Context: an optimization exercise on an open-source flow, tuned for small area. The choices shown serve that exercise and are no tape-out recipe.
In this exercise RTL edits were held to simulation tests only and were not proved equivalent to the original.
Power is estimated from default activity; no workload was simulated.

== job 1239 ==
Design p4_router_egress_demux, start of the top module:
module p4_router_egress_demux #(
  parameter int NUM_EGR_PHYS_PORTS = 4,
  parameter int DATA_BYTES         = 64,
  parameter int USER_WIDTH         = 8,
  parameter int EGR_COUNTERS_WIDTH = 16
) (
  input  logic                                                   clk,
  input  logic                                                   aresetn,
  input  logic                                                   egr_bus_tvalid,
  output logic                                                   egr_bus_tready,
  input  logic [DATA_BYTES*8-1:0]                                egr_bus_tdata,
  input  logic [DATA_BYTES-1:0]                                  egr_bus_tkeep,
  input  logic                                                   egr_bus_tlast,
  input  logic [USER_WIDTH-1:0]                                  egr_bus_tuser,
  output logic [NUM_EGR_PHYS_PORTS-1:0]                          egr_ports_tvalid,
  input  logic [NUM_EGR_PHYS_PORTS-1:0]                          egr_ports_tready,
  output logic [DATA_BYTES*8-1:0]                                egr_ports_tdata,
  output logic [DATA_BYTES-1:0]                                  egr_ports_tkeep,
  output logic                                                   egr_ports_tlast,
  input  logic [NUM_EGR_PHYS_PORTS-1:0]                          egr_phys_ports_enable,
  input  logic [NUM_EGR_PHYS_PORTS-1:0]                          egr_cnts_clear,
  output logic [NUM_EGR_PHYS_PORTS-1:0][EGR_COUNTERS_WIDTH-1:0]  egr_pkt_cnt,
  output logic [NUM_EGR_PHYS_PORTS-1:0][EGR_COUNTERS_WIDTH-1:0]  egr_drop_cnt
);
export LEC_CHECK = 0
export CAP_MARGIN = 20
export CORE_AREA = 5 5 270 270
export DIE_AREA = 0 0 275 275
export SLEW_MARGIN = 20
create_clock -name core_clock -period 4.5 [get_ports {clk}]
standard.sh (not shown) runs the stock make flow with config.mk's settings and CLKGATE_MAP_FILE= SYNTH_SCRIPT=/design/flow/synth_recipe.tcl, a recipe that flattens the netlist after the stock synthesis.
==> flow/flow/run.sh <==
#!/bin/bash
# The standard layout, with the smallest buffer on each port and no CTS dummy loads.
export BUFFER_PORTS_ARGS="-buffer_cell sky130_fd_sc_hd__buf_1"
export CTS_ARGS="-sink_clustering_enable -repair_clock_nets -dont_use_dummy_load -sink_clustering_size 30 -sink_clustering_max_diameter 70"
export PLACE_PINS_ARGS="-min_distance 1 -min_distance_in_tracks"
bash standard.sh > standard.log 2>&1
In summary, job 1239 completed successfully, with a layout that passed the timing, DRC and antenna checks.
The following lists how job 9339 was set up differently from job 1239:
==> flow/flow/run.sh <==
#!/bin/bash
# The standard layout, with the smallest buffer on each port and no CTS dummy loads.
export BUFFER_PORTS_ARGS="-buffer_cell sky130_fd_sc_hd__buf_1"
export CTS_ARGS="-sink_clustering_enable -repair_clock_nets -dont_use_dummy_load -sink_clustering_size 30 -sink_clustering_max_diameter 60"
export PLACE_PINS_ARGS="-min_distance 1 -min_distance_in_tracks"
bash standard.sh > standard.log 2>&1
diff --git a/flow/config.mk b/flow/config.mk
--- a/flow/config.mk
+++ b/flow/config.mk
@@ -7,5 +7,5 @@
 export LEC_CHECK = 0
 export CAP_MARGIN = 20
-export CORE_AREA = 5 5 270 270
-export DIE_AREA = 0 0 275 275
+export CORE_AREA = 5 5 295 295
+export DIE_AREA = 0 0 300 300
 export SLEW_MARGIN = 20
### Flow results
- Job 9339 vs job 1239: utilization down
- Total cell area at the placement stage up 0.42% in job 9339 wrt job 1239
- Relative to job 1239, the initial core utilization of job 9339 is lower by 10 points.
- In the reports for job 9339 and job 1239, the larger total length of routed met2 wires belongs to job 9339.
- From job 1239 to job 9339 the numbers moved as follows: static leakage shows an increase of 0.00040 uW; time the final worst path needs with I/O delays and setup climbed 0.043 ns.
- On flip-flop and latch count, job 1239 tracks job 9339 almost exactly.
What job 445 does differently from job 9339 at the input level:
==> flow/flow/run.sh <==
#!/bin/bash
# The standard layout, with the smallest buffer on each port and no CTS dummy loads.
export BUFFER_PORTS_ARGS="-buffer_cell sky130_fd_sc_hd__buf_1"
export CTS_ARGS="-sink_clustering_enable -repair_clock_nets -dont_use_dummy_load -sink_clustering_size 30 -sink_clustering_max_diameter 70"
export PLACE_PINS_ARGS="-min_distance 1 -min_distance_in_tracks"
bash standard.sh > standard.log 2>&1
diff --git a/flow/config.mk b/flow/config.mk
--- a/flow/config.mk
+++ b/flow/config.mk
@@ -7,5 +7,5 @@
 export LEC_CHECK = 0
 export CAP_MARGIN = 20
-export CORE_AREA = 5 5 295 295
-export DIE_AREA = 0 0 300 300
+export CORE_AREA = 5 5 285 285
+export DIE_AREA = 0 0 290 290
 export SLEW_MARGIN = 20
[summary]
- Routed wire length was higher in job 9339 than in job 445.
- Comparing job 9339 and job 445, global-route wire length before repair is higher on job 445.
- Setup slack: job 445 less than job 9339

* * *

## v6
Starting RTL as in the previous note.
// p4_router_egress_demux
module p4_router_egress_demux #(
  parameter int NUM_EGR_PHYS_PORTS = 4,
  parameter int DATA_BYTES         = 64,
  parameter int USER_WIDTH         = 8,
  parameter int EGR_COUNTERS_WIDTH = 16
) (
  input  logic                                                   clk,
  input  logic                                                   aresetn,
  input  logic                                                   egr_bus_tvalid,
  output logic                                                   egr_bus_tready,
  input  logic [DATA_BYTES*8-1:0]                                egr_bus_tdata,
  input  logic [DATA_BYTES-1:0]                                  egr_bus_tkeep,
  input  logic                                                   egr_bus_tlast,
  input  logic [USER_WIDTH-1:0]                                  egr_bus_tuser,
  output logic [NUM_EGR_PHYS_PORTS-1:0]                          egr_ports_tvalid,
  input  logic [NUM_EGR_PHYS_PORTS-1:0]                          egr_ports_tready,
  output logic [DATA_BYTES*8-1:0]                                egr_ports_tdata,
  output logic [DATA_BYTES-1:0]                                  egr_ports_tkeep,
  output logic                                                   egr_ports_tlast,
  input  logic [NUM_EGR_PHYS_PORTS-1:0]                          egr_phys_ports_enable,
  input  logic [NUM_EGR_PHYS_PORTS-1:0]                          egr_cnts_clear,
  output logic [NUM_EGR_PHYS_PORTS-1:0][EGR_COUNTERS_WIDTH-1:0]  egr_pkt_cnt,
  output logic [NUM_EGR_PHYS_PORTS-1:0][EGR_COUNTERS_WIDTH-1:0]  egr_drop_cnt
);
==> flow/config.mk <==
export PLATFORM = sky130hd
export DESIGN_NAME = p4_router_egress_demux
export DESIGN_NICKNAME = p4_router_egress_demux
export VERILOG_FILES = /design/flow/design.v
export SDC_FILE = /design/flow/constraint.sdc
export NUM_CORES = 4
export LEC_CHECK = 0
export CAP_MARGIN = 20
export CORE_AREA = 5 5 285 285
export DIE_AREA = 0 0 290 290
export SLEW_MARGIN = 20
==> flow/constraint.sdc <==
create_clock -name core_clock -period 4.5 [get_ports {clk}]
set_input_delay 0.9000 -clock core_clock [delete_from_list [all_inputs] [get_ports {clk}]]
set_output_delay 0.9000 -clock core_clock [all_outputs]
set_load 0.01 [all_outputs]
==> flow/flow/run.sh <==
#!/bin/bash
# The standard layout, with the smallest buffer on each port and no CTS dummy loads.
export BUFFER_PORTS_ARGS="-buffer_cell sky130_fd_sc_hd__buf_1"
export CTS_ARGS="-sink_clustering_enable -repair_clock_nets -dont_use_dummy_load"
export PLACE_PINS_ARGS="-min_distance 1 -min_distance_in_tracks"
bash standard.sh > standard.log 2>&1
v6 was carried through to the last stage, and its layout satisfied the timing, DRC and antenna checks.
Modified inputs, v7 compared to v6
==> flow/flow/run.sh <==
#!/bin/bash
# The standard layout, with the smallest buffer on each port and no CTS dummy loads.
export BUFFER_PORTS_ARGS="-buffer_cell sky130_fd_sc_hd__buf_1"
export CTS_ARGS="-sink_clustering_enable -repair_clock_nets -dont_use_dummy_load"
bash standard.sh > standard.log 2>&1
Notes after the runs:
- Stage in which a tool error killed v7: I/O pin placement.
- Synthesized cell count delta (v6 -> v7): insignificant
- Site row count essentially unchanged between v7 and v6.
- As far as number of synthesized flops with an enable pin goes, v6 and v7 are indistinguishable; the numbers are identical.
- Reported for v7 and v6, synthesized area per cell turned out identical to the last digit.
- Changes observed in v7 relative to v6: sequential share of the synthesized area barely changed; area after synthesis barely changed.
- v6 -> v7: count of unique library cells instantiated by Yosys delta 0, exact match
- v6 → v7: xor and xnor area share after synthesis held; horizontal die dimension roughly the same; initial core utilization neither gained nor lost much.

## port drivers added, routing unchanged
Ports are ideal in the flow. The routed layouts listed here were re-timed in OpenROAD. Step 1 assumes that a clkbuf_16 drives the clock port and a buf_2 every other input. Step 2, shift: input delay + t, output delay - t, t = (earliest + latest rising clock arrival at the registers) / 2. This alone moves slack from input paths to output paths. Slacks: no drivers / after step 1 / after step 2; pairs: no drivers / after step 1.
run	shift t [ns]	setup WS [ns]	hold WS [ns]	pins driven straight from the clock port
job 1239	0.706	0.306 / 0.306 / -0.346	0.376 / 0.354 / 0.454	1
job 9339	0.698	0.263 / 0.263 / -0.344	0.384 / 0.357 / 0.429	1
job 445	0.711	0.163 / 0.187 / -0.503	0.373 / 0.330 / 0.441	1
v6	0.743	0.197 / 0.197 / -0.490	0.315 / 0.270 / 0.459	1
Met with ideal ports but missed after step 2: setup timing in every run listed. The setup slack of v6, which loses most, moves by 0.000 ns with the drivers and by -0.687 ns with both steps.
